This design comes from an exercise in tuning for small area on the open sky130 flow, not from production work.
RTL that was checked went through simulation tests only; none was proved equivalent to the original.
Function not checked in run 3: the RTL went through the layout flow alone.
Power and IR drop assume default switching activity.

**flow/design.v**
```verilog
module wb_regfile #(
   parameter logic [31:0] SP_RESET = 32'h0000_0FFC
) (
   input  logic        clk,
   input  logic        reset,
   input  logic        w_reg_ctl,
   input  logic [1:0]  mem_to_reg,
   input  logic [31:0] mem_data,
   input  logic [31:0] alu_result,
   input  logic [31:0] pc_value,
   input  logic [4:0]  w_reg_addr,
   input  logic [4:0]  rs_addr,
   input  logic [4:0]  rt_addr,
   output logic [31:0] rs_data,
   output logic [31:0] rt_data,
   output logic [31:0] wb_data,
   output logic        wb_en,
   output logic [31:0] wb_count
);
   localparam int unsigned SP_INDEX = 29;
   logic [31:0] regs_q [32];
   logic [31:0] wb_count_q;
   logic        src_alu, src_mem, src_pc;
   logic [31:0] wb_n;
   assign src_mem = (mem_to_reg == 2'd1);
   assign src_pc  = (mem_to_reg == 2'd2);
   assign src_alu = !src_mem && !src_pc;
   for (genvar b = 0; b < 32; b++) begin : g_wb
      rd_aoi222 u_wb (
         .a(alu_result[b]), .b(mem_data[b]), .c(pc_value[b]),
         .sa(src_alu), .sb(src_mem), .sc(src_pc), .y_n(wb_n[b])
      );
   end
   assign wb_data = ~wb_n;
   assign wb_en    = w_reg_ctl && (w_reg_addr != 5'd0);
   assign wb_count = wb_count_q;
   logic        reset_n;
   logic [31:0] col_d;
   logic [31:0] col_sp;
   assign reset_n = !reset;
   for (genvar b = 0; b < 32; b++) begin : g_col
      hf_and2 u_col (.a(wb_data[b]), .b(reset_n), .y(col_d[b]));
      if (SP_RESET[b]) begin : g_sp1
         hf_or2 u_sp (.a(wb_data[b]), .b(reset), .y(col_sp[b]));
      end else begin : g_sp0
         assign col_sp[b] = col_d[b];
      end
   end
   logic [3:0]  w_lo, w_lo_r;
   logic [7:0]  w_hi, w_hi_r;
   logic [31:0] row_en;
   dec_2to4 u_wlo (.a(w_reg_addr[1:0]), .en(w_reg_ctl), .y(w_lo));
   dec_3to8 u_whi (.a(w_reg_addr[4:2]), .y(w_hi));
   assign w_lo_r = w_lo | {4{reset}};
   assign w_hi_r = w_hi | {8{reset}};
   assign row_en[0] = reset;
   for (genvar i = 1; i < 32; i++) begin : g_ren
      hf_and2 u_ren (.a(w_lo_r[i % 4]), .b(w_hi_r[i / 4]), .y(row_en[i]));
   end
   assign regs_q[0] = '0;
   for (genvar i = 1; i < 32; i++) begin : g_row
      always_ff @(posedge clk) begin
         if (row_en[i]) regs_q[i] <= (i == SP_INDEX) ? col_sp : col_d;
      end
   end
   logic [32:0] cnt_t;
   logic [31:0] wb_count_d;
   assign cnt_t[0] = wb_en && !reset;
   for (genvar b = 0; b < 32; b++) begin : g_cnt
      cnt_bit u_cnt (
         .q(wb_count_q[b]), .t(cnt_t[b]), .clr_n(!reset), .d(wb_count_d[b]), .t_out(cnt_t[b+1])
      );
   end
   always_ff @(posedge clk) wb_count_q <= wb_count_d;
   logic        rs_byp, rt_byp;
   logic [31:0] rs_sel, rt_sel;
   logic [3:0]  rs_lo, rt_lo;
   logic [7:0]  rs_hi, rt_hi;
   logic [31:0] slot_d [32];
   hf_and2 u_rsbyp (.a(wb_en), .b(rs_addr == w_reg_addr), .y(rs_byp));
   hf_and2 u_rtbyp (.a(wb_en), .b(rt_addr == w_reg_addr), .y(rt_byp));
   dec_2to4 u_rslo (.a(rs_addr[1:0]), .en(!rs_byp), .y(rs_lo));
   dec_3to8 u_rshi (.a(rs_addr[4:2]), .y(rs_hi));
   dec_2to4 u_rtlo (.a(rt_addr[1:0]), .en(!rt_byp), .y(rt_lo));
   dec_3to8 u_rthi (.a(rt_addr[4:2]), .y(rt_hi));
   assign rs_sel[0] = rs_byp;
   assign rt_sel[0] = rt_byp;
   for (genvar i = 1; i < 32; i++) begin : g_sel
      hf_and2 u_rs (.a(rs_lo[i % 4]), .b(rs_hi[i / 4]), .y(rs_sel[i]));
      hf_and2 u_rt (.a(rt_lo[i % 4]), .b(rt_hi[i / 4]), .y(rt_sel[i]));
   end
   always_comb begin
      slot_d[0] = wb_data;
      for (int i = 1; i < 32; i++) slot_d[i] = regs_q[i];
   end
   logic [10:0] rs_part_n [32];
   logic [10:0] rt_part_n [32];
   for (genvar b = 0; b < 32; b++) begin : g_bit
      for (genvar g = 0; g < 10; g++) begin : g_grp
         rd_aoi222 u_rs (
            .a(slot_d[3*g][b]), .b(slot_d[3*g+1][b]), .c(slot_d[3*g+2][b]),
            .sa(rs_sel[3*g]), .sb(rs_sel[3*g+1]), .sc(rs_sel[3*g+2]),
            .y_n(rs_part_n[b][g])
         );
         rd_aoi222 u_rt (
            .a(slot_d[3*g][b]), .b(slot_d[3*g+1][b]), .c(slot_d[3*g+2][b]),
            .sa(rt_sel[3*g]), .sb(rt_sel[3*g+1]), .sc(rt_sel[3*g+2]),
            .y_n(rt_part_n[b][g])
         );
      end
      rd_aoi22 u_rs_last (
         .a(slot_d[30][b]), .b(slot_d[31][b]), .sa(rs_sel[30]), .sb(rs_sel[31]),
         .y_n(rs_part_n[b][10])
      );
      rd_aoi22 u_rt_last (
         .a(slot_d[30][b]), .b(slot_d[31][b]), .sa(rt_sel[30]), .sb(rt_sel[31]),
         .y_n(rt_part_n[b][10])
      );
      rd_nand11 u_rs_or (.p(rs_part_n[b]), .y(rs_data[b]));
      rd_nand11 u_rt_or (.p(rt_part_n[b]), .y(rt_data[b]));
   end
endmodule
module rd_aoi222 (
   input  logic a,
   input  logic b,
   input  logic c,
   input  logic sa,
   input  logic sb,
   input  logic sc,
   output logic y_n
);
   assign y_n = ~((a & sa) | (b & sb) | (c & sc));
endmodule
module rd_aoi22 (
   input  logic a,
   input  logic b,
   input  logic sa,
   input  logic sb,
   output logic y_n
);
   assign y_n = ~((a & sa) | (b & sb));
endmodule
module rd_nand11 (
   input  logic [10:0] p,
   output logic        y
);
   assign y = ~&p;
endmodule
module dec_2to4 (
   input  logic [1:0] a,
   input  logic       en,
   output logic [3:0] y
);
   always_comb begin
      for (int i = 0; i < 4; i++) y[i] = en && (a == 2'(i));
   end
endmodule
module dec_3to8 (
   input  logic [2:0] a,
   output logic [7:0] y
);
   always_comb begin
      for (int i = 0; i < 8; i++) y[i] = (a == 3'(i));
   end
endmodule
module cnt_bit (
   input  logic q,
   input  logic t,
   input  logic clr_n,
   output logic d,
   output logic t_out
);
   logic s;
   cnt_ha u_ha (.a(q), .b(t), .s(s), .c(t_out));
   assign d = s && clr_n;
endmodule
module cnt_ha (
   input  logic a,
   input  logic b,
   output logic s,
   output logic c
);
   assign s = a ^ b;
   assign c = a && b;
endmodule
module hf_and2 (
   input  logic a,
   input  logic b,
   output logic y
);
   assign y = a & b;
endmodule
module hf_or2 (
   input  logic a,
   input  logic b,
   output logic y
);
   assign y = a | b;
endmodule
```
**flow/run.sh**
```bash
#!/bin/bash
# synth_recipe.tcl (not shown) runs the flow's synth.tcl, then flattens the netlist and writes it again
# the make line also repeats each setting of config.mk as NAME=value (left out here)
make -C /OpenROAD-flow-scripts/flow DESIGN_CONFIG=/design/flow/config.mk WORK_HOME=/design/flow/orfs CLKGATE_MAP_FILE= SYNTH_SCRIPT=/design/flow/synth_recipe.tcl finish
```
**flow/config.mk**
```make
export PLATFORM = sky130hd
export DESIGN_NAME = wb_regfile
export DESIGN_NICKNAME = wb_regfile
export VERILOG_FILES = /design/flow/design.v
export SDC_FILE = /design/flow/constraint.sdc
export NUM_CORES = 4
export LEC_CHECK = 0
export CAP_MARGIN = 20
export CORE_MARGIN = 2
export CORE_UTILIZATION = 40
export GPL_TIMING_DRIVEN = 0
export PLACE_DENSITY = 0.55
export SETUP_SLACK_MARGIN = 0.3
export SLEW_MARGIN = 20
export SYNTH_HIERARCHICAL = 1
export SYNTH_MINIMUM_KEEP_SIZE = 0
```
**flow/constraint.sdc**
```tcl
create_clock -name core_clock -period 8.0 [get_ports {clk}]
set_input_delay 1.6000 -clock core_clock [delete_from_list [all_inputs] [get_ports {clk}]]
set_output_delay 1.6000 -clock core_clock [all_outputs]
set_load 0.01 [all_outputs]
```
==> results_dict.tcl, run 1 <==
set metrics [dict create \
    seq_power_share_pct 52.3 \
    crit_type "in2out" \
    ant_nets 0 \
    clockRootBuffer "clkbuf_16" \
    p_clk_share_pct 37.4 \
    die_h_um 327 \
    yosys.area_share.simple_pct 7.20 \
    path_clk_slew_ns 0.06 \
    cts_buffer_depth 3 \
    wl_met2_um 75100 \
    dieArea_sq_um 107000 \
    rows 118 \
    combPwrFrac_pct 10.3 \
    synth.area.mux_share_pct 0 \
    gr-usage-all-layers_pct 30.1 \
    yosysSeqAreaShare_pct 73.1 \
    reg2reg_from "wb_count_q[0]" \
    setup_violations 0 \
    synthToLayoutAreaGrowth_pct 23.6 \
    syn_avg_cell_area_sq_um 17.9 \
    ios 245 \
    clock-sinks 1024 \
    yosysWarnings 15 \
    synth_xor_area_share_pct 0.210 \
    rsz0062_at_grt "false" \
    cts_made_buffers 106 \
    finalCritPeriodShare_pct 94.6 \
    final_common_cell "edfxtp_1" \
    maxCapViolCount 0 \
    hold_buffers 0 \
    via_count 31100 \
    slew_viol_final 0 \
    coreArea_sq_um 103000 \
    leakage_nw 16.3 \
    synthesis.nets 2472 \
    p_int_w 0.00979 \
    run_status "complete, no violations" \
    end_kind "output pin" \
    first_pass_iters 14 \
    vdd_drop_max_uv 169 \
    finalClockSkew_ns 0.0217 \
    synth_top_cell_area_share_pct 71.6 \
    final.min_clock_period_ns 7.57 \
    synth_compound_area_share_pct 18.1 \
    start_kind "primary input" \
    power.switching_w 0.00323 \
    synth_top_family_by_area "compound AO/OA/AOI/OAI gates" \
    grt_pass1_wl_um 227000 \
    synth_seq_cells 1024 \
    highest_layer "met5" \
    netlist-cell-type-count 23 \
    placed_area_sq_um 48000 \
    start_util_pct 40.3 \
    switching_share_pct 24.8 \
    met3_wirelength_um 22700 \
    maxSlewHeadroom_pct 27.5 \
    port_buffers 244 \
    clk_latency_ns 0.69 \
    dp_hpwl_um 99100 \
    tightestPinTransition_ns 1.09 \
    drive_above_1_share_pct 16.3 \
    r2r_slack_ns 2.42 \
    gp_congestion 0.821 \
    synth_area_sq_um 41600 \
    grt_overflow 0 \
    yosys.area.top_type "edfxtp_1" \
    power_density_nw_per_um2 253 \
    reg2reg_to "wb_count_q[31]" \
    nNetsFinal 2895 \
    synth_cells 2322 \
    netlist_top_cells_area "edfxtp_1, a222oi_1, and2_1, a22oi_2, nand4_1" \
    final_cell_mix "edfxtp_1, a222oi_1, clkdlybuf4s50_1, nand4_1, clkbuf_16" \
    die_width_um 327 \
    path_max_fanout 19 \
    cts_tree "yes" \
    cts.htree.levels 3 \
    r2r_cells 33 \
    wl_met1_um 59900 \
    wirelength_um 166000 \
    drtIter0Drc 6911 \
    grt_pass1_vias 31100 \
    antenna_found_initial 18 \
    avgViaCountPerCell 7.37 \
    wl_per_cell_um 39.4 \
    whs_ns 0.621 \
    drcViolationCount 0 \
    cp.required_ns 6.40 \
    fmax_mhz 132 \
    grt_start_max_net_pins 54 \
    hold_path.class "reg2reg" \
    crit_path_end "rs_data[25]" \
    fillers 8498 \
    synthAdderAreaFrac_pct 1.02 \
    hold_viol 0 \
    cp.arrival_ns 5.97 \
    design_area_sq_um 51400 \
    startpoint "rs_addr[0]" \
]
==> Yosys stat by module (local to each module, per instance), excerpt <==
| module | flip-flops and latches | area, sq um |
|---|---|---|
| wb_regfile | 1024 | 30800 |
| dec_3to8 | 0 | 65.1 |
| dec_2to4 | 0 | 37.5 |
| cnt_ha | 0 | 12.5 |
| cnt_bit | 0 | 6.26 |
| hf_or2 | 0 | 6.26 |
==> flip-flops by register name (all words and copies together), names as in the netlist <==
register	flops
regs_q	992
wb_count_q	32
==> cells by family (layout without fill, tap and decap cells) <==
logic type | Yosys count | after routing
buffers and inverters | 38 | 547
AO/OA/AOI/OAI | 737 | 737
adder cells (fa/ha/maj) | 34 | 34
flip-flops | 1024 | 1024
XOR/XNOR | 10 | 10
AND/OR/NAND/NOR | 479 | 479
other | 0 | 8
==> power by group through the flow <==
stage	Sequential (W)	Combinational (W)	Clock [W]
after CTS	0.00680	0.00131	0.00492
after global placement	0.00688	0.00122	0
after detailed placement	0.00691	0.00131	0
after global routing	0.00686	0.00138	0.00513
final	0.00681	0.00134	0.00487
after floorplan	0.00684	0.000516	0
==> synth_stat cells (all sizes together) <==
library cell,instances
a222oi,672
a22oi,64
and2,160
and3,6
and3b,15
clkbuf,1
dfxtp,32
edfxtp,992
ha,34
inv,37
nand3,66
nand4,128
nor3,5
nor3b,12
o21a,1
or2,22
or3,64
or4,1
xnor2,6
xor2,4
==> per-stage QoR <==
step	setup TNS (ns)	power [W]	worst slack, ns	instances	utilization, %
3_3_place_gp	-114.88	0.00810	-1.92	3946	44.7
4_1_cts	0	0.0130	0.309	4211	49.7
6_report	0	0.0130	0.435	4219	49.8
3_5_place_dp	-4.13	0.00822	-0.840	4015	46.4
2_1_floorplan	0	0.00735	0.334	2322	-
5_1_grt	0	0.0134	0.323	4211	49.7
==> per-layer routing <==
layer / global-route usage (%) / vias up
met5: 0 / -
met4: 14.9 / 4
met3: 8.87 / 576
met2: 46.9 / 2645
met1: 38.3 / 15700
li1: - / 12200
==> timing repair <==
| item | CTS | global route |
|---|---|---|
| setup endpoints to repair | 64 | 16 |
| gates resized for setup | 12 | 15 |
| buffers inserted | 2 | 0 |
| endpoints found under the hold margin | 0 | 0 |
| pin swaps | 6 | 4 |
==> final cells by class <==
cell class	instances	area, sq um	area share, %
Antenna cell	8	20.0	0.0389
Sequential cell	1024	30400	59.2
Buffer	1	3.75	0.00730
Clock buffer	132	2810	5.47
Tap cell	1380	1730	3.36
Multi-Input combinational cell	1260	11700	22.7
Timing Repair Buffer	315	4060	7.89
Inverter	37	141	0.275
Clock inverter	62	572	1.11
==> worst max-delay path, cell delays in order <==
cell and delay, ns:
clkdlybuf4s50_1 0.55, xor2_1 0.22, nor3_1 0.20, and2_4 0.21, buf_16 0.18, inv_1 0.09
and3b_1 0.28, and2_2 0.40, buf_12 0.23, a222oi_1 0.36, nand4_1 0.53, or3_4 0.58
clkdlybuf4s50_1 0.49
==> how the worst min path moves through the flow <==
stage	start	endpoint	slack (ns)	depth (start not counted)
2_1_floorplan	wb_count_q[0]	wb_count_q[0]	0.66	2
3_3_place_gp	wb_count_q[0]	wb_count_q[0]	0.61	2
3_5_place_dp	wb_count_q[0]	wb_count_q[0]	0.61	2
4_1_cts	wb_count_q[0]	wb_count_q[0]	0.63	2
5_1_grt	wb_count_q[0]	wb_count_q[0]	0.64	2
6_report	wb_count_q[0]	wb_count_q[0]	0.62	2
==> run 2: changes to the inputs <==
==> flow/flow/run.sh (new file) <==
#!/bin/bash
# Own layout flow: the standard ORFS flow (standard.sh, unchanged
# synthesis, floorplan, power grid and routing) with three layout knobs:
# - port buffers use the smallest buffer (repair_design upsizes any that
#   drive large loads);
# - clock tree synthesis clusters more sinks per leaf buffer and inserts no
#   dummy balancing loads;
# The full output of make goes to flow_make.log in the work folder; ORFS
# keeps each step's own log under orfs/logs/.
set -euo pipefail
W=$(pwd)
CTS="-sink_clustering_enable -repair_clock_nets -dont_use_dummy_load -sink_clustering_size 24 -sink_clustering_max_diameter 80"
bash standard.sh \
   "BUFFER_PORTS_ARGS=-buffer_cell sky130_fd_sc_hd__buf_1" \
   "CTS_ARGS=$CTS" \
   finish > "$W/flow_make.log" 2>&1
==> flow/standard.sh (new file) <==
#!/bin/bash
# synth_recipe.tcl (not shown) runs the flow's synth.tcl, then flattens the netlist and writes it again
# the make line also repeats each setting of config.mk as NAME=value (left out here)
make -C /OpenROAD-flow-scripts/flow DESIGN_CONFIG=/design/flow/config.mk WORK_HOME=/design/flow/orfs CLKGATE_MAP_FILE= SYNTH_SCRIPT=/design/flow/synth_recipe.tcl "${@:-finish}"
removed: flow/run.sh
==> results_dict.tcl, run 2 <==
set metrics [dict create \
    ys.flop_type "edfxtp_1" \
    clockRootBuffer "clkbuf_16" \
    wirelength_um 163000 \
    leakage_nw 14.7 \
    tightestPinTransition_ns 1.12 \
    worstPathCellList "buf_1 -> xnor2_1 -> nand3_1 -> nor3_1 -> and2_2 -> buf_12 -> inv_1 -> and3b_1 -> and2_2 -> buf_16 -> a222oi_1 -> nand4_1 -> or3_1 -> buf_1" \
    yosys.area_share.simple_pct 7.20 \
    synth_compound_area_share_pct 18.1 \
    cp_num_cells 14 \
    crit_buf_inv 5 \
    synth_seq_cells 1024 \
    dieArea_sq_um 107000 \
    finalCritPeriodShare_pct 95.9 \
    clock-sinks 1024 \
    die_width_um 327 \
    largest_reg_flops 992 \
    maxCapViolCount 0 \
    synth_area_sq_um 41600 \
    grt_start_max_net_pins 34 \
    gp_congestion 0.875 \
    synth_enable_flop_cells 992 \
    synthesis.nets 2472 \
    drive_above_1_share_pct 14.0 \
    port_buffers 244 \
    end_kind "output pin" \
    synth_most_common_cell "edfxtp_1" \
    synthToLayoutAreaGrowth_pct 15.5 \
    reg2reg_from "wb_count_q[0]" \
    synth_xor_area_share_pct 0.210 \
    rsz0062_at_grt "false" \
    wl_met2_um 73400 \
    crit_path_end "rs_data[14]" \
    reg.largest.list "regs_q (992), wb_count_q (32)" \
    maxSlewHeadroom_pct 25.1 \
    drtIter0Drc 7727 \
    avgViaCountPerCell 7.50 \
    hold_buffers 0 \
    r2r_slack_ns 2.43 \
    synth_cells 2322 \
    run_status "complete, no violations" \
    clk_latency_ns 0.63 \
    fmax_mhz 130 \
    top_register "regs_q" \
    vdd_drop_max_uv 168 \
    startpoint "rs_addr[4]" \
    setup_violations 0 \
    cts_made_buffers 50 \
    hold_viol 0 \
    post_cts.repair.setup_buffers 0 \
    rows 118 \
    die_h_um 327 \
    synthAdderAreaFrac_pct 1.02 \
    ios 245 \
    cp.required_ns 6.40 \
    yosysSeqAreaShare_pct 73.1 \
    start_util_pct 40.3 \
    synth.area.mux_share_pct 0 \
    final_util_pct 46.5 \
    synth_top_family_by_area "compound AO/OA/AOI/OAI gates" \
    cts_buffer_depth 3 \
    antenna_found_initial 14 \
    slew_viol_final 0 \
    cts_tree "yes" \
    r2r_cells 33 \
    ant_nets 0 \
    grt_pass1_wl_um 223000 \
    drcViolationCount 0 \
    yosys.area.top_type "edfxtp_1" \
    coreArea_sq_um 103000 \
    synth_top_cell_area_share_pct 71.6 \
    wl_met1_um 56900 \
    hold_path.class "reg2reg" \
    netlist_top_cells_area "edfxtp_1, a222oi_1, and2_1, a22oi_2, nand4_1" \
    start_kind "primary input" \
    yosysWarnings 15 \
    final.min_clock_period_ns 7.67 \
    crit_type "in2out" \
    critPathTopFamily "simple AND/OR/NAND/NOR gates" \
    crit_slowest_cell "or3_1" \
    power_density_nw_per_um2 223 \
    cts.htree.levels 2 \
    grt_pass1_vias 30000 \
    met3_wirelength_um 24900 \
    whs_ns 0.622 \
    via_count 30700 \
    dp_hpwl_um 100000 \
    finalClockSkew_ns 0.0240 \
    reg2reg_to "wb_count_q[31]" \
    highest_layer "met5" \
    grt_overflow 0 \
    gr-usage-all-layers_pct 29.5 \
    first_pass_iters 13 \
    path_clk_slew_ns 0.09 \
    wl_per_cell_um 39.9 \
    slowest_delay_ns 0.62 \
    final_common_cell "edfxtp_1" \
    netlist-cell-type-count 23 \
    cp.arrival_ns 6.07 \
    syn_avg_cell_area_sq_um 17.9 \
    nNetsFinal 2849 \
    final_cell_mix "edfxtp_1, a222oi_1, buf_1, nand4_1, and2_2" \
    async_reset_ff_share_pct 0 \
    synth_common_cells "edfxtp_1, a222oi_1, and2_1, nand4_1, nand3_1" \
    path_max_fanout 19 \
]
[run 2: cell types whose count changed in the layout (fill, tap and decap cells not counted), sizes merged, moves of 3 or more]
cell,before,now
clkinv,47,0
dlymetal6s2s,4,0
clkbuf,136,54
clkdlybuf4s50,235,0
inv,40,37
bufinv,10,0
buf,71,321
[run 2: final cells by class]
cell class / count / area (sq um)
Antenna cell: 10 / 25.0
Buffer: 1 / 3.75
Clock buffer: 50 / 1250
Fill cell: 8799 / 55300
Inverter: 37 / 141
Multi-Input combinational cell: 1260 / 11600
Sequential cell: 1024 / 30400
Tap cell: 1380 / 1730
Timing Repair Buffer: 325 / 2860
[run 2: tightest hold or removal path, cell delays in order (launching register included)]
cell and delay (ns):
dfxtp_1 0.34, ha_2 0.15, and2_1 0.11
[run 2: layer usage]
layer | global-route usage, % | up-vias
li1 | - | 12000
met3 | 9.49 | 519
met4 | 12.9 | 12
met5 | 0 | -
met1 | 37.9 | 15400
met2 | 45.9 | 2727
[run 2: what timing repair did]
item / CTS / global route
setup endpoints to repair: 3 / 2
endpoints found under the hold margin: 0 / 0
gates resized for setup: 3 / 4
[run 2: worst min-delay path by stage]
stage	from	slack, ns	depth (start not counted)	endpoint
after global placement	wb_count_q[0]	0.60	2	wb_count_q[0]
after detailed placement	wb_count_q[0]	0.61	2	wb_count_q[0]
after global routing	wb_count_q[12]	0.66	2	wb_count_q[12]
after CTS	wb_count_q[0]	0.63	2	wb_count_q[0]
final	wb_count_q[0]	0.62	2	wb_count_q[0]
after floorplan	wb_count_q[0]	0.66	2	wb_count_q[0]
[run 2: kinds of logic after synthesis]
family,Yosys count
buf+inv,38
simple gates,479
xor+xnor,10
fa+ha+maj,34
flops,1024
compound gates,737
[run 2: through the flow]
step                      worst slack, ns  std cells  instance area (sq um)  TNS (ns)  total power [W]
after floorplan                     0.334       2322                  42000         0          0.00735
after global placement              -1.69       3946                  44600    -60.47          0.00795
after detailed placement           -0.645       4027                  46700     -1.70          0.00808
after CTS                           0.376       4077                  48000         0           0.0107
after global routing                0.325       4077                  48000         0           0.0110
final                               0.330       4087                  48100         0           0.0107
[run 2: power breakdown]
part           internal (W)  leakage [nW]  switching (W)
clock network       0.00112         0.616        0.00160
registers           0.00652          9.09       0.000273
logic              0.000312          4.99       0.000889
total               0.00795          14.7        0.00276
[run 2: Yosys stat by module (local to each module, per instance)]
module	times used	cells	flip-flops and latches	cell area [sq um]
rd_aoi22	64	1	0	12.5
cnt_ha	32	1	0	12.5
dec_3to8	3	8	0	65.1
cnt_bit	32	1	0	6.26
wb_regfile	1	1093	1024	30800
hf_or2	10	1	0	6.26
rd_aoi222	672	1	0	10.0
dec_2to4	3	4	0	37.5
rd_nand11	64	4	0	23.8
hf_and2	127	1	0	6.26
==> run 3: changes to the inputs <==
--- a/flow/design.v
+++ b/flow/design.v
@@ -65,9 +65,24 @@
    end
-   logic [32:0] cnt_t;
+   logic [7:0]  grp_c;       
+   logic [7:0]  grp_ones;    
+   logic [31:0] bit_c;       
+   logic [31:0] bit_co;      
    logic [31:0] wb_count_d;
-   assign cnt_t[0] = wb_en && !reset;
-   for (genvar b = 0; b < 32; b++) begin : g_cnt
-      cnt_bit u_cnt (
-         .q(wb_count_q[b]), .t(cnt_t[b]), .clr_n(!reset), .d(wb_count_d[b]), .t_out(cnt_t[b+1])
-      );
+   assign grp_c[0] = wb_en && !reset;
+   for (genvar k = 0; k < 8; k++) begin : g_cgrp
+      assign grp_ones[k] = &wb_count_q[4*k+3:4*k];
+      if (k > 0) begin : g_skip
+         assign grp_c[k] = grp_c[k-1] && grp_ones[k-1];
+      end
+      for (genvar j = 0; j < 4; j++) begin : g_cbit
+         if (j == 0) begin : g_first
+            assign bit_c[4*k] = grp_c[k];
+         end else begin : g_next
+            assign bit_c[4*k+j] = bit_co[4*k+j-1];
+         end
+         cnt_bit u_cnt (
+            .q(wb_count_q[4*k+j]), .t(bit_c[4*k+j]), .clr_n(!reset),
+            .d(wb_count_d[4*k+j]), .t_out(bit_co[4*k+j])
+         );
+      end
    end
==> flow/flow/run.sh (replaced) <==
#!/bin/bash
# Own layout flow: the standard ORFS flow (standard.sh: unchanged
# synthesis, floorplan, power grid, placement and routing) with these knobs:
# - port buffers use the smallest buffer (repair_design upsizes any that
#   drive large loads);
# - before repair_design, drivers of heavily loaded nets are upsized
#   (flow/pre_resize.tcl);
# - clock tree synthesis clusters more sinks per leaf buffer and inserts no
#   dummy balancing loads.
# The full output of make goes to flow_make.log in the work folder; ORFS
# keeps each step's own log under orfs/logs/.
set -euo pipefail
W=$(pwd)
CTS="-sink_clustering_enable -repair_clock_nets -dont_use_dummy_load -sink_clustering_size 24 -sink_clustering_max_diameter 80"
bash standard.sh \
   "BUFFER_PORTS_ARGS=-buffer_cell sky130_fd_sc_hd__buf_1" \
   "PRE_RESIZE_TCL=$W/flow/pre_resize.tcl" \
   "CTS_ARGS=$CTS" \
   finish > "$W/flow_make.log" 2>&1
==> flow/flow/pre_resize.tcl (new file) <==
# Runs before ORFS's repair_design (PRE_RESIZE_TCL). Each net with many
# loads (the read-select, row-enable and column-data lines, and the port
# buffers that feed wide fanouts) gets its driver replaced by the X4 cell of
# the same function, so repair_design does not have to split the net with
# chains of large buffers.
set db [ord::get_db]
set n 0
foreach net [[ord::get_db_block] getNets] {
  if {[$net getSigType] ne "SIGNAL"} continue
  set fo 0
  set drv ""
  foreach it [$net getITerms] {
    if {[$it isOutputSignal]} { set drv $it } elseif {[$it isInputSignal]} { incr fo }
  }
  if {$drv eq "" || $fo < 16} continue
  set inst [$drv getInst]
  set mname [[$inst getMaster] getName]
  if {![regexp {^(sky130_fd_sc_hd__[a-z0-9]+)_(\d+)$} $mname -> base sz]} continue
  if {[regexp {df|dl|clk} $base] || $sz >= 4} continue
  if {[$db findMaster ${base}_4] eq "NULL"} continue
  replace_cell [sta::find_instance [$inst getName]] ${base}_4
  incr n
}
puts "pre_resize: upsized $n drivers of nets with 16 or more loads"
--- a/flow/config.mk
+++ b/flow/config.mk
@@ -12,3 +12,3 @@
 export PLACE_DENSITY = 0.55
-export SETUP_SLACK_MARGIN = 0.3
+export SETUP_SLACK_MARGIN = 0.1
 export SLEW_MARGIN = 20
==> results_dict.tcl, run 3 <==
set metrics [dict create \
    synth_top_cell_area_share_pct 71.4 \
    dieArea_sq_um 107000 \
    synth_common_cells "edfxtp_1, a222oi_1, and2_1, nand4_1" \
    first_pass_iters 13 \
    cp.required_ns 6.40 \
    run_status "complete, no violations" \
    ctsResizeCount 0 \
    via_count 31600 \
    grt_pass1_vias 31000 \
    clockRootBuffer "clkbuf_16" \
    synth_area_sq_um 41700 \
    final.min_clock_period_ns 7.62 \
    final_cell_mix "edfxtp_1, a222oi_1, buf_1, nand4_1, and2_4" \
    start_kind "primary input" \
    synth_cells 2341 \
    top_register "regs_q" \
    setup_violations 0 \
    cts_buffer_depth 3 \
    clock-sinks 1024 \
    clk_latency_ns 0.66 \
    path_clk_slew_ns 0.09 \
    final_util_pct 44.4 \
    combPwrFrac_pct 10.7 \
    synth_most_common_cell "edfxtp_1" \
    cp.arrival_ns 6.02 \
    power.switching_w 0.00279 \
    ant_nets 0 \
    yosys.area.top_type "edfxtp_1" \
    drcViolationCount 0 \
    drtIter0Drc 7980 \
    finalSetupTns_ns 0 \
    final_common_cell "edfxtp_1" \
    die_h_um 327 \
    yosysWarnings 15 \
    grt_start_max_net_pins 66 \
    maxCapViolCount 0 \
    vdd_drop_max_uv 166 \
    synth_seq_cells 1024 \
    ios 245 \
    nNetsFinal 2788 \
    finalCritPeriodShare_pct 95.3 \
    cts.htree.levels 2 \
    leakage_nw 14.1 \
    async_reset_ff_share_pct 0 \
    yosysSeqAreaShare_pct 72.9 \
    hold_path.class "reg2reg" \
    ys.flop_type "edfxtp_1" \
    finalClockSkew_ns 0.0178 \
    gp_congestion 0.807 \
    p_int_w 0.00792 \
    reg.largest.list "regs_q (992), wb_count_q (32)" \
    synthToLayoutAreaGrowth_pct 10.2 \
    tightestPinTransition_ns 1.03 \
    maxSlewHeadroom_pct 31.1 \
    cts_made_buffers 51 \
    slew_viol_final 0 \
    synthesis.nets 2491 \
    netlist-cell-type-count 26 \
    switching_share_pct 26.0 \
    path_max_fanout 33 \
    netlist_top_cells_area "edfxtp_1, a222oi_1, and2_1, nand4_1, a22oi_2" \
    die_width_um 327 \
    grt_pass1_wl_um 231000 \
    p_clk_share_pct 25.8 \
    antenna_found_initial 4 \
    coreArea_sq_um 103000 \
    start_util_pct 40.3 \
    gr-usage-all-layers_pct 30.7 \
    avgViaCountPerCell 7.86 \
    post_cts.repair.setup_buffers 0 \
    wirelength_um 172000 \
    syn_avg_cell_area_sq_um 17.8 \
    seq_power_share_pct 63.5 \
    crit_type "in2out" \
    synth_enable_flop_cells 992 \
    hold_buffers 0 \
    fmax_mhz 131 \
    dp_hpwl_um 86100 \
    wl_per_cell_um 42.7 \
    drive_above_1_share_pct 10.5 \
    power_density_nw_per_um2 233 \
    largest_reg_flops 992 \
    cts_tree "yes" \
    rows 118 \
    end_kind "output pin" \
    grt_overflow 0 \
    hold_viol 0 \
    rsz0062_at_grt "false" \
    port_buffers 244 \
]
[run 3: cell types whose count changed after synthesis, sizes merged]
cell	previous run	this run
o21ai	0	1
nand4	128	135
o21a	1	0
nor4b	0	1
nor3	5	7
inv	37	38
or3	64	66
nor4	0	3
nor2	0	3
[run 3: critical path, cell delays in order]
cell	delay (ns)
buf_1	0.24
or4_4	0.60
o21ai_4	0.52
inv_1	0.17
and2_4	0.46
inv_1	0.20
nor3b_2	0.48
and2_4	0.76
a222oi_1	0.21
nand4_1	0.18
or3_1	0.34
buf_1	0.21
[run 3: cell families after synthesis]
logic type	synth area share (%)
adder cells (fa/ha/maj)	1.02
XOR/XNOR	0.210
flip-flops	72.9
buffers and inverters	0.351
AND/OR/NAND/NOR	7.44
AO/OA/AOI/OAI	18.1
[run 3: power groups by stage]
stage	clock (W)	sequential, W	combinational (W)
floorplan	0	0.00684	0.000517
global placement	0	0.00688	0.00106
detailed placement	0	0.00691	0.00111
CTS	0.00278	0.00679	0.00111
global route	0.00296	0.00685	0.00117
finish	0.00277	0.00680	0.00114
[run 3: layer usage]
| layer | part of all wire, % | vias to the layer above | global-route usage, % |
|---|---|---|---|
| li1 | - | 11900 | - |
| met1 | 36 | 16100 | 40.5 |
| met2 | 44 | 2952 | 46.4 |
| met3 | 15 | 533 | 9.30 |
| met4 | 5.0 | 6 | 14.5 |
| met5 | 0.022 | - | 0 |
[run 3: through the flow]
stage	worst slack, ns	area, sq um	total power [W]	instances	hold WS, ns
floorplan	1.63	41700	0.00735	2341	0.627
global placement	-1.57	44400	0.00794	3965	0.567
detailed placement	0.559	44700	0.00802	3965	0.584
CTS	0.562	46000	0.0107	4016	0.609
global route	0.371	46000	0.0110	4016	0.648
finish	0.379	46000	0.0107	4017	0.613
[run 3: worst paths after layout]
path | cells after the start | start | to | slack [ns]
worst min-delay path | 2 | wb_count_q[28] | wb_count_q[28] | 0.61
worst max-delay path | 12 | w_reg_addr[2] | rs_data[29] | 0.38
worst max register to register | 8 | wb_count_q[4] | wb_count_q[31] | 5.62
worst min register to register | 2 | wb_count_q[28] | wb_count_q[28] | 0.61
[run 3: Yosys stat by module (local to each module, per instance)]
module / area [sq um] / flops+latches
wb_regfile: 30900 / 1024
cnt_bit: 6.26 / 0
dec_2to4: 37.5 / 0
dec_3to8: 65.1 / 0
rd_nand11: 23.8 / 0
cnt_ha: 12.5 / 0
hf_and2: 6.26 / 0
rd_aoi22: 12.5 / 0
hf_or2: 6.26 / 0
rd_aoi222: 10.0 / 0
[run 3: final cells by class]
class	count	area [sq um]
fill	9009	57500
sequential	1024	30400
multi-input combinational	1278	11500
tap	1380	1730
clock buffer	51	1280
timing repair buffer	244	917
inverter	38	145
buffer	1	3.75
antenna	1	2.50
==> run 4: changes to the inputs <==
--- a/flow/design.v
+++ b/flow/design.v
@@ -37,11 +37,11 @@
    logic        reset_n;
-   logic [31:0] col_d;
-   logic [31:0] col_sp;
+   logic [31:0] col_dn;
+   logic [31:0] col_sp_n;
    assign reset_n = !reset;
    for (genvar b = 0; b < 32; b++) begin : g_col
-      hf_and2 u_col (.a(wb_data[b]), .b(reset_n), .y(col_d[b]));
+      hf_nand2 u_col (.a(wb_data[b]), .b(reset_n), .y(col_dn[b]));
       if (SP_RESET[b]) begin : g_sp1
-         hf_or2 u_sp (.a(wb_data[b]), .b(reset), .y(col_sp[b]));
+         hf_nor2 u_sp (.a(wb_data[b]), .b(reset), .y(col_sp_n[b]));
       end else begin : g_sp0
-         assign col_sp[b] = col_d[b];
+         assign col_sp_n[b] = col_dn[b];
       end
@@ -61,5 +61,10 @@
    for (genvar i = 1; i < 32; i++) begin : g_row
-      always_ff @(posedge clk) begin
-         if (row_en[i]) regs_q[i] <= (i == SP_INDEX) ? col_sp : col_d;
-      end
+      logic [31:0] nxt;
+      for (genvar b = 0; b < 32; b++) begin : g_b
+         wr_bit u_wr (
+            .q(regs_q[i][b]), .we_a(row_en[i]), .we_b(row_en[i]),
+            .d_n((i == SP_INDEX) ? col_sp_n[b] : col_dn[b]), .nxt(nxt[b])
+         );
+      end
+      always_ff @(posedge clk) regs_q[i] <= nxt;
    end
@@ -214 +219,24 @@
 endmodule
+module wr_bit (
+   input  logic q,
+   input  logic we_a,
+   input  logic we_b,
+   input  logic d_n,
+   output logic nxt
+);
+   assign nxt = ~((~q & ~we_a) | (d_n & we_b));
+endmodule
+module hf_nand2 (
+   input  logic a,
+   input  logic b,
+   output logic y
+);
+   assign y = ~(a & b);
+endmodule
+module hf_nor2 (
+   input  logic a,
+   input  logic b,
+   output logic y
+);
+   assign y = ~(a | b);
+endmodule
--- a/flow/flow/run.sh
+++ b/flow/flow/run.sh
@@ -5,2 +5,4 @@
 #   drive large loads);
+# - after the floorplan, lightly loaded cells go to their smallest drive
+#   strength (flow/downsize.tcl);
 # - before repair_design, drivers of heavily loaded nets are upsized
@@ -16,2 +18,3 @@
    "BUFFER_PORTS_ARGS=-buffer_cell sky130_fd_sc_hd__buf_1" \
+   "POST_FLOORPLAN_TCL=$W/flow/downsize.tcl" \
    "PRE_RESIZE_TCL=$W/flow/pre_resize.tcl" \
==> flow/flow/downsize.tcl (new file) <==
# Runs after the floorplan step (POST_FLOORPLAN_TCL), before placement.
# Cells that drive only a few loads go to the smallest drive strength of
# their function: synthesis maps some single-gate modules to X2 cells.
# repair_design and repair_timing size cells up again where needed.
set db [ord::get_db]
proc master_area {m} { return [expr {[$m getWidth] * [$m getHeight]}] }
proc out_loads {inst} {
  set fo 0
  foreach it [$inst getITerms] {
    if {![$it isOutputSignal]} continue
    set net [$it getNet]
    if {$net eq "NULL"} continue
    foreach jt [$net getITerms] { if {[$jt isInputSignal]} { incr fo } }
    if {[llength [$net getBTerms]] > 0} { incr fo 4 }
  }
  return $fo
}
set down 0
foreach inst [[ord::get_db_block] getInsts] {
  set m [$inst getMaster]
  if {[$m getType] ne "CORE"} continue
  set mname [$m getName]
  if {![regexp {^(sky130_fd_sc_hd__[a-z0-9]+)_(\d+)$} $mname -> base sz]} continue
  if {[regexp {df|dl|clk|buf|conb} $base] || $sz <= 1} continue
  if {[out_loads $inst] > 2} continue
  set best $m
  foreach s {0 1} {
    set c [$db findMaster ${base}_$s]
    if {$c ne "NULL" && [master_area $c] < [master_area $best]} { set best $c }
  }
  if {$best ne $m} {
    replace_cell [sta::find_instance [$inst getName]] [$best getName]
    incr down
  }
}
puts "pre_resize: downsized $down lightly loaded cells"
==> flow/flow/pre_resize.tcl (replaced) <==
# Runs before ORFS's repair_design (PRE_RESIZE_TCL).
# Each net with many loads (the read-select, row-enable and column-data
# lines, and the port buffers that feed wide fanouts) gets its driver
# replaced by the X4 cell of the same function, so repair_design does not
# have to split the net with chains of large buffers.
set db [ord::get_db]
set up 0
foreach net [[ord::get_db_block] getNets] {
  if {[$net getSigType] ne "SIGNAL"} continue
  set fo 0
  set drv ""
  foreach it [$net getITerms] {
    if {[$it isOutputSignal]} { set drv $it } elseif {[$it isInputSignal]} { incr fo }
  }
  if {$drv eq "" || $fo < 16} continue
  set inst [$drv getInst]
  set mname [[$inst getMaster] getName]
  if {![regexp {^(sky130_fd_sc_hd__[a-z0-9]+)_(\d+)$} $mname -> base sz]} continue
  if {[regexp {df|dl|clk} $base] || $sz >= 4} continue
  if {[$db findMaster ${base}_4] eq "NULL"} continue
  replace_cell [sta::find_instance [$inst getName]] ${base}_4
  incr up
}
puts "pre_resize: upsized $up drivers of nets with 16 or more loads"
==> results_dict.tcl, run 4 <==
set metrics [dict create \
    run_status "complete, no violations" \
    synth_xor_area_share_pct 0.188 \
    cts_made_buffers 50 \
    placed_cells 5101 \
    rows 125 \
    antenna_found_initial 2 \
    async_reset_ff_share_pct 0 \
    cts_tree "yes" \
    crit_buf_inv 4 \
    path_max_fanout 33 \
    start_util_pct 40.2 \
    maxCapViolCount 0 \
    synth_area_sq_um 46600 \
    ctsResizeCount 0 \
    wirelength_um 172000 \
    min-delay-start "regs_q[7][21]" \
    placed_area_sq_um 43400 \
    syn_avg_cell_area_sq_um 14.0 \
    cp_num_cells 12 \
    yosysSeqAreaShare_pct 44.0 \
    end_kind "output pin" \
    yosys.area_share.simple_pct 6.44 \
    multiInputGateArea_sq_um 19900 \
    synth_top_cell_area_share_pct 44.0 \
    reg2reg_from "wb_count_q[4]" \
    ys.flop_type "dfxtp_1" \
    design_area_sq_um 44600 \
    cts_buffer_depth 3 \
    hold_viol 0 \
    synth_top_family_by_area "compound AO/OA/AOI/OAI gates" \
    drcViolationCount 0 \
    synth_most_common_cell "dfxtp_1" \
    critPathTopFamily "simple AND/OR/NAND/NOR gates" \
    crit_slowest_cell "and2_4" \
    nNetsFinal 3779 \
    via_count 36700 \
    top_register "regs_q" \
    seqCellArea_sq_um 20500 \
    grt_overflow 0 \
    first_pass_iters 14 \
    power_density_nw_per_um2 259 \
    final.min_clock_period_ns 7.54 \
    cp.arrival_ns 5.94 \
    reg2reg_to "wb_count_q[31]" \
    port_buffers 244 \
    post_cts.repair.setup_buffers 0 \
    hold_path.class "reg2reg" \
    worstPathCellList "buf_1 -> or4_1 -> o21ai_4 -> inv_1 -> and2_4 -> inv_1 -> nor3b_2 -> and2_4 -> a222oi_1 -> nand4_1 -> or3_1 -> buf_1" \
    final_cell_mix "dfxtp_1, a2bb2oi_1, a222oi_1, buf_1, nand4_1" \
    yosys.area.top_type "dfxtp_1" \
    avgViaCountPerCell 7.12 \
    crit_type "in2out" \
    leakage_nw 17.1 \
    cts.htree.levels 2 \
    tightestPinTransition_ns 1.02 \
    final_common_cell "dfxtp_1" \
    ant_nets 0 \
    r2r_cells 8 \
    coreArea_sq_um 116000 \
    netlist_top_cells_area "dfxtp_1, a2bb2oi_2, a222oi_1, nand4_1, a22oi_2" \
    startpoint "w_reg_addr[2]" \
    gp_congestion 0.926 \
    dp_hpwl_um 93800 \
    wl_per_cell_um 33.3 \
    drive_above_1_share_pct 5.65 \
    fillers 11300 \
    rsz0062_at_grt "false" \
    vdd_drop_max_uv 156 \
    largest_reg_flops 992 \
    start_kind "primary input" \
    synth_enable_flop_cells 0 \
    finalClockSkew_ns 0.0136 \
    synthToLayoutAreaGrowth_pct -4.19 \
    grt_start_max_net_pins 66 \
    finalSetupTns_ns 0 \
    synth_cells 3333 \
    netlist-cell-type-count 26 \
    clk_latency_ns 0.66 \
    slew_viol_final 0 \
    synth_common_cells "dfxtp_1, a2bb2oi_2, a222oi_1, nand4_1, and2_1" \
    hold_buffers 0 \
    dieArea_sq_um 119000 \
    slowest_delay_ns 0.73 \
    reg.largest.list "regs_q (992), wb_count_q (32)" \
    cp.required_ns 6.40 \
    synth_seq_cells 1024 \
    yosysWarnings 15 \
    ios 245 \
    gr-usage-all-layers_pct 27.1 \
    clockRootBuffer "clkbuf_16" \
    finalCritPeriodShare_pct 94.2 \
    maxSlewHeadroom_pct 32.3 \
    die_h_um 345 \
    grt_pass1_vias 33700 \
    crit_path_end "rt_data[19]" \
    synthesis.nets 3483 \
    grt_pass1_wl_um 243000 \
    fmax_mhz 133 \
    synth_compound_area_share_pct 48.2 \
    clock-sinks 1024 \
    path_clk_slew_ns 0.10 \
    finalPower_w 0.0116 \
    die_width_um 345 \
    r2r_slack_ns 5.66 \
    synth.area.mux_share_pct 0 \
    setup_violations 0 \
    synthAdderAreaFrac_pct 0.913 \
    drtIter0Drc 7561 \
    fin_cells 5154 \
]
run 4: worst min-delay path by stage:
stage / to / slack, ns / cells past startpoint
global placement: regs_q[4][30] / 0.47 / 1
floorplan: regs_q[10][0] / 0.48 / 1
global route: regs_q[24][22] / 0.50 / 1
finish: regs_q[7][21] / 0.49 / 1
detailed placement: regs_q[9][16] / 0.48 / 1
CTS: regs_q[10][10] / 0.49 / 1
run 4: metrics by stage:
stage / util, % / hold WS [ns] / setup slack, ns
3_5_place_dp: 37.4 / 0.479 / 0.736
6_report: 38.5 / 0.491 / 0.460
2_1_floorplan: - / 0.477 / 1.63
3_3_place_gp: 37.0 / 0.474 / -1.06
4_1_cts: 38.5 / 0.490 / 0.726
5_1_grt: 38.5 / 0.499 / 0.515
run 4: worst register-to-register path: stages, from the launching register on:
cell and delay (ns):
dfxtp_1 0.38, nand4_1 0.17, or3_1 0.48, nor4_1 0.36
ha_1 0.22, ha_1 0.14, ha_1 0.14, ha_1 0.21
and2_1 0.15
run 4: where the power goes:
group          internal (W)  switching, W
clock               0.00112       0.00168
combinational      0.000964       0.00119
sequential          0.00596      0.000663
total               0.00804       0.00354
run 4: cell type report:
class / instances / area share [%]
timing repair buffer: 244 / 2.05
buffer: 1 / 0.00841
clock buffer: 50 / 2.80
sequential: 1024 / 45.9
antenna: 3 / 0.0168
tap: 1524 / 4.27
multi-input combinational: 2270 / 44.6
inverter: 38 / 0.331
run 4: cell families after synthesis:
| logic type | Yosys count |
|---|---|
| buffers and inverters | 39 |
| DFF | 1024 |
| and+or+nand+nor | 497 |
| adders and majority gates | 34 |
| AOI/OAI and AO/OA | 1729 |
| xor gates and xnor gates | 10 |
run 4: Yosys stat by module (local to each module, per instance), a selection:
module	copies in the design	cells inside	flip-flops and latches	cell area (sq um)
wr_bit	992	1	0	15.0
dec_2to4	3	4	0	37.5
cnt_ha	32	1	0	12.5
rd_aoi22	64	1	0	12.5
rd_nand11	64	4	0	23.8
hf_and2	95	1	0	6.26
hf_nor2	10	1	0	3.75
rd_aoi222	672	1	0	10.0
dec_3to8	3	8	0	65.1
cnt_bit	32	1	0	6.26
hf_nand2	32	1	0	3.75
run 4: per-layer routing:
metal	share of wire [%]	up-vias	global-route usage, %
met5	0	-	0
met4	4.9	0	13.3
met3	12	367	5.62
met2	42	2438	38.7
met1	42	17900	38.5
li1	-	15900	-
==> run 5: changes to the inputs <==
--- a/flow/design.v
+++ b/flow/design.v
@@ -41,5 +41,5 @@
    for (genvar b = 0; b < 32; b++) begin : g_col
-      hf_nand2 u_col (.a(wb_data[b]), .b(reset_n), .y(col_dn[b]));
+      hf_or2 u_col (.a(wb_n[b]), .b(reset), .y(col_dn[b]));
       if (SP_RESET[b]) begin : g_sp1
-         hf_nor2 u_sp (.a(wb_data[b]), .b(reset), .y(col_sp_n[b]));
+         hf_and2 u_sp (.a(wb_n[b]), .b(reset_n), .y(col_sp_n[b]));
       end else begin : g_sp0
@@ -228,15 +228 @@
 endmodule
-module hf_nand2 (
-   input  logic a,
-   input  logic b,
-   output logic y
-);
-   assign y = ~(a & b);
-endmodule
-module hf_nor2 (
-   input  logic a,
-   input  logic b,
-   output logic y
-);
-   assign y = ~(a | b);
-endmodule
--- a/flow/config.mk
+++ b/flow/config.mk
@@ -9,5 +9,5 @@
 export CORE_MARGIN = 2
-export CORE_UTILIZATION = 40
+export CORE_UTILIZATION = 50
 export GPL_TIMING_DRIVEN = 0
-export PLACE_DENSITY = 0.55
+export PLACE_DENSITY = 0.62
 export SETUP_SLACK_MARGIN = 0.1
==> results_dict.tcl, run 5 <==
set metrics [dict create \
    die_h_um 310 \
    async_reset_ff_share_pct 0 \
    cts_buffer_depth 3 \
    hold_viol 0 \
    end_kind "output pin" \
    final.min_clock_period_ns 7.31 \
    crit_slowest_cell "and2_4" \
    first_pass_iters 13 \
    combPwrFrac_pct 18.4 \
    grt_overflow 0 \
    rows 112 \
    run_status "complete, no violations" \
    cts_tree "yes" \
    critPathTopFamily "simple AND/OR/NAND/NOR gates" \
    power.switching_w 0.00349 \
    synth_top_family_by_area "compound AO/OA/AOI/OAI gates" \
    yosys.area.top_type "dfxtp_1" \
    synth_most_common_cell "dfxtp_1" \
    gr-usage-all-layers_pct 33.8 \
    drcViolationCount 0 \
    finalCritPeriodShare_pct 91.4 \
    ios 245 \
    tightestPinTransition_ns 1.03 \
    placed_cells 4831 \
    drive_above_1_share_pct 5.71 \
    yosysWarnings 15 \
    path_clk_slew_ns 0.05 \
    grt_pass1_wl_um 240000 \
    fillers 8573 \
    worstPathCellList "buf_1 -> or4_1 -> o21ai_4 -> inv_1 -> and2_4 -> inv_1 -> nor3b_2 -> and2_4 -> a222oi_1 -> nand4_1 -> or3_1 -> buf_1" \
    largest_reg_flops 992 \
    grt_use_met3_pct 9.30 \
    ant_nets 0 \
    top_register "regs_q" \
    syn_avg_cell_area_sq_um 14.0 \
    rsz0062_at_grt "false" \
    cp.required_ns 6.40 \
    yosys.area_share.simple_pct 6.65 \
    fin_cells 4884 \
    synth.area.mux_share_pct 0 \
    start_kind "primary input" \
    busiest_layer "met2" \
    setup_violations 0 \
    synth_cells 3333 \
    placed_area_sq_um 43000 \
    wl_per_cell_um 34.8 \
    avgViaCountPerCell 7.61 \
    grt_start_max_net_pins 65 \
    yosysSeqAreaShare_pct 43.9 \
    die_width_um 310 \
    hold_path.class "reg2reg" \
    reg.largest.list "regs_q (992), wb_count_q (32)" \
    final_common_cell "dfxtp_1" \
    synth_common_cells "dfxtp_1, a2bb2oi_2, a222oi_1, and2_1, nand4_1" \
    via_count 37200 \
    synth_top_cell_area_share_pct 43.9 \
    netlist-cell-type-count 26 \
    grt_use_met2_pct 49.2 \
    p_clk_share_pct 24.3 \
    final_util_pct 47.7 \
    synth_seq_cells 1024 \
    clock-sinks 1024 \
    seq_power_share_pct 57.3 \
    grt_pass1_vias 34500 \
    cts_made_buffers 51 \
    synthAdderAreaFrac_pct 0.911 \
    dieArea_sq_um 95900 \
    drtIter0Drc 8069 \
    synth_xor_area_share_pct 0.188 \
    ctsResizeCount 0 \
    slew_viol_final 0 \
    clk_latency_ns 0.66 \
    design_area_sq_um 44300 \
    cp.arrival_ns 5.71 \
    dp_hpwl_um 90100 \
    finalSetupTns_ns 0 \
    grt.met1_usage_pct 44.3 \
    coreArea_sq_um 92900 \
    cts.htree.levels 2 \
    maxCapViolCount 0 \
    power_density_nw_per_um2 261 \
    clockRootBuffer "clkbuf_16" \
    path_max_fanout 33 \
    synthToLayoutAreaGrowth_pct -5.19 \
    switching_share_pct 30.2 \
    synthesis.nets 3483 \
    start_util_pct 50.3 \
    wirelength_um 170000 \
    gp_congestion 0.922 \
    vdd_drop_max_uv 168 \
    leakage_nw 17.0 \
    maxSlewHeadroom_pct 31.6 \
    synth_compound_area_share_pct 48.0 \
    final_cell_mix "dfxtp_1, a2bb2oi_1, a222oi_1, buf_1, nand4_1" \
    crit_buf_inv 4 \
    antenna_found_initial 0 \
    crit_type "in2out" \
    synth_area_sq_um 46700 \
    post_cts.repair.setup_buffers 0 \
    hold_buffers 0 \
    port_buffers 244 \
    fmax_mhz 137 \
    ys.flop_type "dfxtp_1" \
    whs_ns 0.487 \
    nNetsFinal 3780 \
    netlist_top_cells_area "dfxtp_1, a2bb2oi_2, a222oi_1, and2_1, nand4_1" \
    p_int_w 0.00807 \
    synth_enable_flop_cells 0 \
    slowest_delay_ns 0.63 \
    finalClockSkew_ns 0.0338 \
]
[run 5: changes by cell type after synthesis]
cell	before	now
nand2_1	32	0
or2_1	0	32
and2_1	128	138
nor2_1	13	3
[run 5: per-module statistics from Yosys (local to each module, per instance)]
module      area (sq um)  cells  copies in the design
cnt_bit             6.26      1                    32
rd_nand11           23.8      4                    64
wr_bit              15.0      1                   992
cnt_ha              12.5      1                    32
dec_2to4            37.5      4                     3
dec_3to8            65.1      8                     3
wb_regfile         21000   1112                     1
hf_and2             6.26      1                   105
hf_or2              6.26      1                    32
rd_aoi22            12.5      1                    64
rd_aoi222           10.0      1                   672
[run 5: final timing paths]
| path | from | end | slack (ns) | cells after the start |
|---|---|---|---|---|
| worst max register to register | wb_count_q[7] | wb_count_q[31] | 5.57 | 8 |
| worst min-delay path | regs_q[10][28] | regs_q[10][28] | 0.49 | 1 |
| worst min register to register | regs_q[10][28] | regs_q[10][28] | 0.49 | 1 |
| worst max-delay path | w_reg_addr[2] | rs_data[1] | 0.69 | 12 |
[run 5: power by group through the flow]
stage / clock [W] / sequential (W) / combinational [W]
global placement: 0 / 0.00668 / 0.00205
detailed placement: 0 / 0.00669 / 0.00207
floorplan: 0 / 0.00671 / 0.00216
global route: 0.00302 / 0.00673 / 0.00223
finish: 0.00281 / 0.00662 / 0.00213
CTS: 0.00283 / 0.00659 / 0.00207
[run 5: logic make-up after synthesis]
group,Yosys count
flops,1024
fa+ha+maj,34
simple gates,497
compound gates,1729
buf+inv,39
xor+xnor,10
[run 5: layer usage]
layer / routed length [um] / part of all wire (%) / vias to the layer above
li1: - / - / 15900
met2: 71200 / 42 / 2679
met1: 66000 / 39 / 18100
met5: 0 / 0 / -
met4: 10800 / 6.4 / 0
met3: 21800 / 13 / 429
[run 5: cell type report]
| cell class | instances | area (sq um) | share of cell area (%) |
|---|---|---|---|
| clock buffers | 51 | 1280 | 2.88 |
| inverters | 38 | 145 | 0.328 |
| repair buffers | 244 | 920 | 2.08 |
| flip-flops and latches | 1024 | 20500 | 46.3 |
| well taps | 1254 | 1570 | 3.54 |
| diodes | 2 | 5.00 | 0.0113 |
| multi-input cells | 2270 | 19900 | 44.8 |
| plain buffers | 1 | 3.75 | 0.00848 |
[run 5: through the flow]
stage                     worst slack, ns  total power [W]
after floorplan                      1.63          0.00888
after global placement             -0.858          0.00873
after detailed placement            0.880          0.00876
after CTS                           0.860           0.0115
after global routing                0.641           0.0120
final                               0.692           0.0116
==> run 6: changes to the inputs <==
--- a/flow/flow/run.sh
+++ b/flow/flow/run.sh
@@ -9,3 +9,4 @@
 #   (flow/pre_resize.tcl);
-# - clock tree synthesis clusters more sinks per leaf buffer and inserts no
+# - clock tree synthesis uses X4 clock buffers, each driving up to nine
+#   nearby flip-flops, and inserts no
 #   dummy balancing loads.
@@ -15,3 +16,3 @@
 W=$(pwd)
-CTS="-sink_clustering_enable -repair_clock_nets -dont_use_dummy_load -sink_clustering_size 24 -sink_clustering_max_diameter 80"
+CTS="-sink_clustering_enable -repair_clock_nets -dont_use_dummy_load -buf_list sky130_fd_sc_hd__clkbuf_4 -sink_clustering_size 9 -sink_clustering_max_diameter 40"
 bash standard.sh \
--- a/flow/flow/pre_resize.tcl
+++ b/flow/flow/pre_resize.tcl
@@ -3,6 +3,7 @@
 # lines, and the port buffers that feed wide fanouts) gets its driver
-# replaced by the X4 cell of the same function, so repair_design does not
-# have to split the net with chains of large buffers.
+# replaced by a stronger cell of the same function, so repair_design does
+# not have to split the net with chains of large buffers: the X2 cell where
+# its slew at the placed loads stays well inside the limit, else the X4 cell.
 set db [ord::get_db]
-set up 0
+set hf {}
 foreach net [[ord::get_db_block] getNets] {
@@ -20,5 +21,27 @@
   if {[$db findMaster ${base}_4] eq "NULL"} continue
-  replace_cell [sta::find_instance [$inst getName]] ${base}_4
-  incr up
+  set to ${base}_4
+  if {$sz < 2 && [$db findMaster ${base}_2] ne "NULL"} { set to ${base}_2 }
+  replace_cell [sta::find_instance [$inst getName]] $to
+  lappend hf [list $inst $net $base]
 }
-puts "pre_resize: upsized $up drivers of nets with 16 or more loads"
+estimate_parasitics -placement
+set x2 0
+set x4 0
+foreach e $hf {
+  lassign $e inst net base
+  set worst 0.0
+  foreach it [$net getITerms] {
+    if {![$it isInputSignal]} continue
+    set p [get_pins "[[$it getInst] getName]/[[$it getMTerm] getName]"]
+    set s [get_property $p slew_max]
+    if {$s > $worst} { set worst $s }
+  }
+  if {[string match "*_4" [[$inst getMaster] getName]]} { incr x4; continue }
+  if {$worst > 0.9e-9 && $worst > 0.9} {
+    replace_cell [sta::find_instance [$inst getName]] ${base}_4
+    incr x4
+  } else {
+    incr x2
+  }
+}
+puts "pre_resize: upsized [llength $hf] drivers of nets with 16 or more loads: $x2 to X2, $x4 to X4"
--- a/flow/config.mk
+++ b/flow/config.mk
@@ -9,5 +9,5 @@
 export CORE_MARGIN = 2
-export CORE_UTILIZATION = 50
+export CORE_UTILIZATION = 60
 export GPL_TIMING_DRIVEN = 0
-export PLACE_DENSITY = 0.62
+export PLACE_DENSITY = 0.72
 export SETUP_SLACK_MARGIN = 0.1
==> results_dict.tcl, run 6 <==
set metrics [dict create \
    wl_per_cell_um 33.8 \
    place_ws_ns 0.968 \
    start_util_pct 60.5 \
    finalSetupTns_ns 0 \
    finalPower_w 0.0113 \
    crit_slowest_cell "or3_1" \
    tightestPinTransition_ns 1.01 \
    maxSlewHeadroom_pct 32.4 \
    cp.required_ns 6.40 \
    largest_reg_flops 992 \
    synth_area_sq_um 46700 \
    clock-sinks 1024 \
    ctsResizeCount 0 \
    slowest_delay_ns 0.59 \
    post_cts.repair.setup_buffers 0 \
    startpoint "rs_addr[4]" \
    hold_path.class "reg2reg" \
    gp_congestion 0.891 \
    yosys.area.top_type "dfxtp_1" \
    run_status "complete, no violations" \
    cts.htree.levels 4 \
    final_cell_mix "dfxtp_1, a2bb2oi_1, a222oi_1, buf_1, clkbuf_4" \
    nNetsFinal 3875 \
    hold_viol 0 \
    min-delay-start "regs_q[22][29]" \
    fillers 6749 \
    drive_above_1_share_pct 8.11 \
    port_buffers 244 \
    via_count 38000 \
    die_h_um 283 \
    grt_pass1_vias 34800 \
    yosysWarnings 15 \
    fmax_mhz 137 \
    cts_tree "yes" \
    start_kind "primary input" \
    yosysSeqAreaShare_pct 43.9 \
    grt_pass1_wl_um 230000 \
    path_max_fanout 33 \
    synth_seq_cells 1024 \
    rsz0062_at_grt "false" \
    cts_buffer_depth 3 \
    synth_cells 3333 \
    finalCritPeriodShare_pct 91.4 \
    netlist-cell-type-count 26 \
    cts_made_buffers 146 \
    crit_type "in2out" \
    synth_enable_flop_cells 0 \
    vdd_drop_max_uv 128 \
    clk_latency_ns 1.03 \
    dieArea_sq_um 80100 \
    r2r_cells 8 \
    r2r_slack_ns 5.69 \
    synth_most_common_cell "dfxtp_1" \
    final_common_cell "dfxtp_1" \
    grt_overflow 0 \
    leakage_nw 17.0 \
    clockRootBuffer "clkbuf_4" \
    netlist_top_cells_area "dfxtp_1, a2bb2oi_2, a222oi_1, and2_1, nand4_1" \
    synthToLayoutAreaGrowth_pct -6.34 \
    avgViaCountPerCell 7.97 \
    ant_nets 0 \
    reg2reg_from "wb_count_q[6]" \
    fin_cells 4768 \
    cp.arrival_ns 5.71 \
    power_density_nw_per_um2 258 \
    final.min_clock_period_ns 7.31 \
    setup_violations 0 \
    maxCapViolCount 0 \
    rows 102 \
    reg.largest.list "regs_q (992), wb_count_q (32)" \
    die_width_um 283 \
    drcViolationCount 0 \
    ys.flop_type "dfxtp_1" \
    reg2reg_to "wb_count_q[31]" \
    grt_start_max_net_pins 65 \
    hold_buffers 0 \
    drtIter0Drc 8876 \
    fin_ws_ns 0.690 \
    path_clk_slew_ns 0.04 \
    dp_hpwl_um 85000 \
    crit_path_end "rs_data[21]" \
    synth_common_cells "dfxtp_1, a2bb2oi_2, a222oi_1, and2_1, nand4_1" \
    slew_viol_final 0 \
    async_reset_ff_share_pct 0 \
    syn_avg_cell_area_sq_um 14.0 \
    antenna_found_initial 4 \
    gr-usage-all-layers_pct 38.0 \
    finalClockSkew_ns 0.0556 \
    first_pass_iters 14 \
    top_register "regs_q" \
    placed_cells 4617 \
    wirelength_um 161000 \
    synth_top_cell_area_share_pct 43.9 \
    end_kind "output pin" \
    synthesis.nets 3483 \
    coreArea_sq_um 77200 \
    ios 245 \
    worstPathCellList "buf_1 -> xnor2_1 -> nand3_1 -> nor3_1 -> and2_4 -> inv_1 -> and3b_1 -> and2_4 -> a222oi_1 -> nand4_1 -> or3_1 -> buf_1" \
]
[run 6: per-layer routing]
| metal | track usage [%] | wire length (um) | up-vias |
|---|---|---|---|
| met1 | 49.5 | 58800 | 18100 |
| li1 | - | - | 16200 |
| met4 | 26.1 | 10800 | 2 |
| met2 | 54.0 | 67600 | 3186 |
| met5 | 0.357 | 14 | - |
| met3 | 11.4 | 24200 | 586 |
[run 6: report_power, final]
| group | total (W) | internal (W) | switching (W) |
|---|---|---|---|
| registers | 0.00663 | 0.00596 | 0.000672 |
| clock network | 0.00256 | 0.000838 | 0.00172 |
| logic | 0.00209 | 0.000964 | 0.00112 |
| total | 0.0113 | 0.00776 | 0.00352 |
[run 6: modules after synthesis (local to each module, per instance), excerpt]
| module | times used | cells |
|---|---|---|
| wb_regfile | 1 | 1112 |
| dec_3to8 | 3 | 8 |
| dec_2to4 | 3 | 4 |
| cnt_bit | 32 | 1 |
| cnt_ha | 32 | 1 |
| rd_nand11 | 64 | 4 |
| hf_or2 | 32 | 1 |
| rd_aoi22 | 64 | 1 |
| wr_bit | 992 | 1 |
| rd_aoi222 | 672 | 1 |
[run 6: per-stage QoR]
step           utilization, %  instance area (sq um)  hold WS (ns)
2_1_floorplan               -                  46700         0.475
3_3_place_gp             54.9                  42400         0.474
3_5_place_dp             55.2                  42600         0.478
4_1_cts                  56.6                  43700         0.488
5_1_grt                  56.6                  43700         0.498
6_report                 56.6                  43700         0.485
[run 6: worst min-delay path by stage]
stage	endpoint	cells after the start	slack, ns
finish	regs_q[22][29]	1	0.49
detailed placement	regs_q[22][5]	1	0.48
global placement	regs_q[1][18]	1	0.47
CTS	regs_q[11][30]	1	0.49
global route	regs_q[7][10]	1	0.50
floorplan	regs_q[29][10]	1	0.48
[run 6: final cells by class]
class / count / area, sq um / area share (%)
well taps: 1040 / 1300 / 2.98
flip-flops and latches: 1024 / 20500 / 46.9
plain buffers: 1 / 3.75 / 0.00858
clock buffers: 146 / 1100 / 2.51
diodes: 5 / 12.5 / 0.0286
multi-input cells: 2270 / 19800 / 45.2
repair buffers: 244 / 917 / 2.10
inverters: 38 / 143 / 0.326
[run 6: kinds of logic after synthesis]
logic type      Yosys count  share of synthesized area, %
compound gates         1729                          48.0
flops                  1024                          43.9
simple gates            497                          6.65
buf+inv                  39                         0.313
fa+ha+maj                34                         0.911
xor+xnor                 10                         0.188
[run 6: worst max-delay path, delay by kind of cell]
kind | cells | cell delay [ns]
buffers and inverters | 3 | 0.71
AND/OR/NAND/NOR | 7 | 2.72
XOR/XNOR | 1 | 0.18
AO/OA/AOI/OAI | 1 | 0.45

==> re-timing with driven ports <==
Ports are ideal in the flow. The routed layouts listed here were re-timed in OpenROAD.
Step 1, drivers: a clkbuf_16 drives clk and a buf_2 each remaining input, both assumed.
Step 2 times the ports against the registers' clock, not the clock port: input delays grow and output delays shrink by t, the midpoint of the rising clock arrivals with the driver on.
Three values: ideal ports, drivers, drivers and shift; two values: the first two.
run | t, ns | slack for setup (ns) | latest minus earliest clock arrival (ns)
run 1 | 0.752 | 0.435 / 0.404 / -0.220 | 0.027 / 0.027
run 2 | 0.696 | 0.330 / 0.187 / -0.181 | 0.063 / 0.064
run 3 | 0.712 | 0.379 / 0.357 / 0.357 | 0.049 / 0.049
run 4 | 0.718 | 0.460 / 0.434 / 0.434 | 0.049 / 0.049
run 5 | 0.700 | 0.692 / 0.670 / 0.670 | 0.076 / 0.076
run 6 | 1.046 | 0.690 / 0.666 / 0.666 | 0.123 / 0.123
With both steps, setup timing fails in run 1 and run 2, where it was met with ideal ports. The setup slack of run 1, which loses most, moves by -0.031 ns with the drivers and by -0.655 ns with both steps.
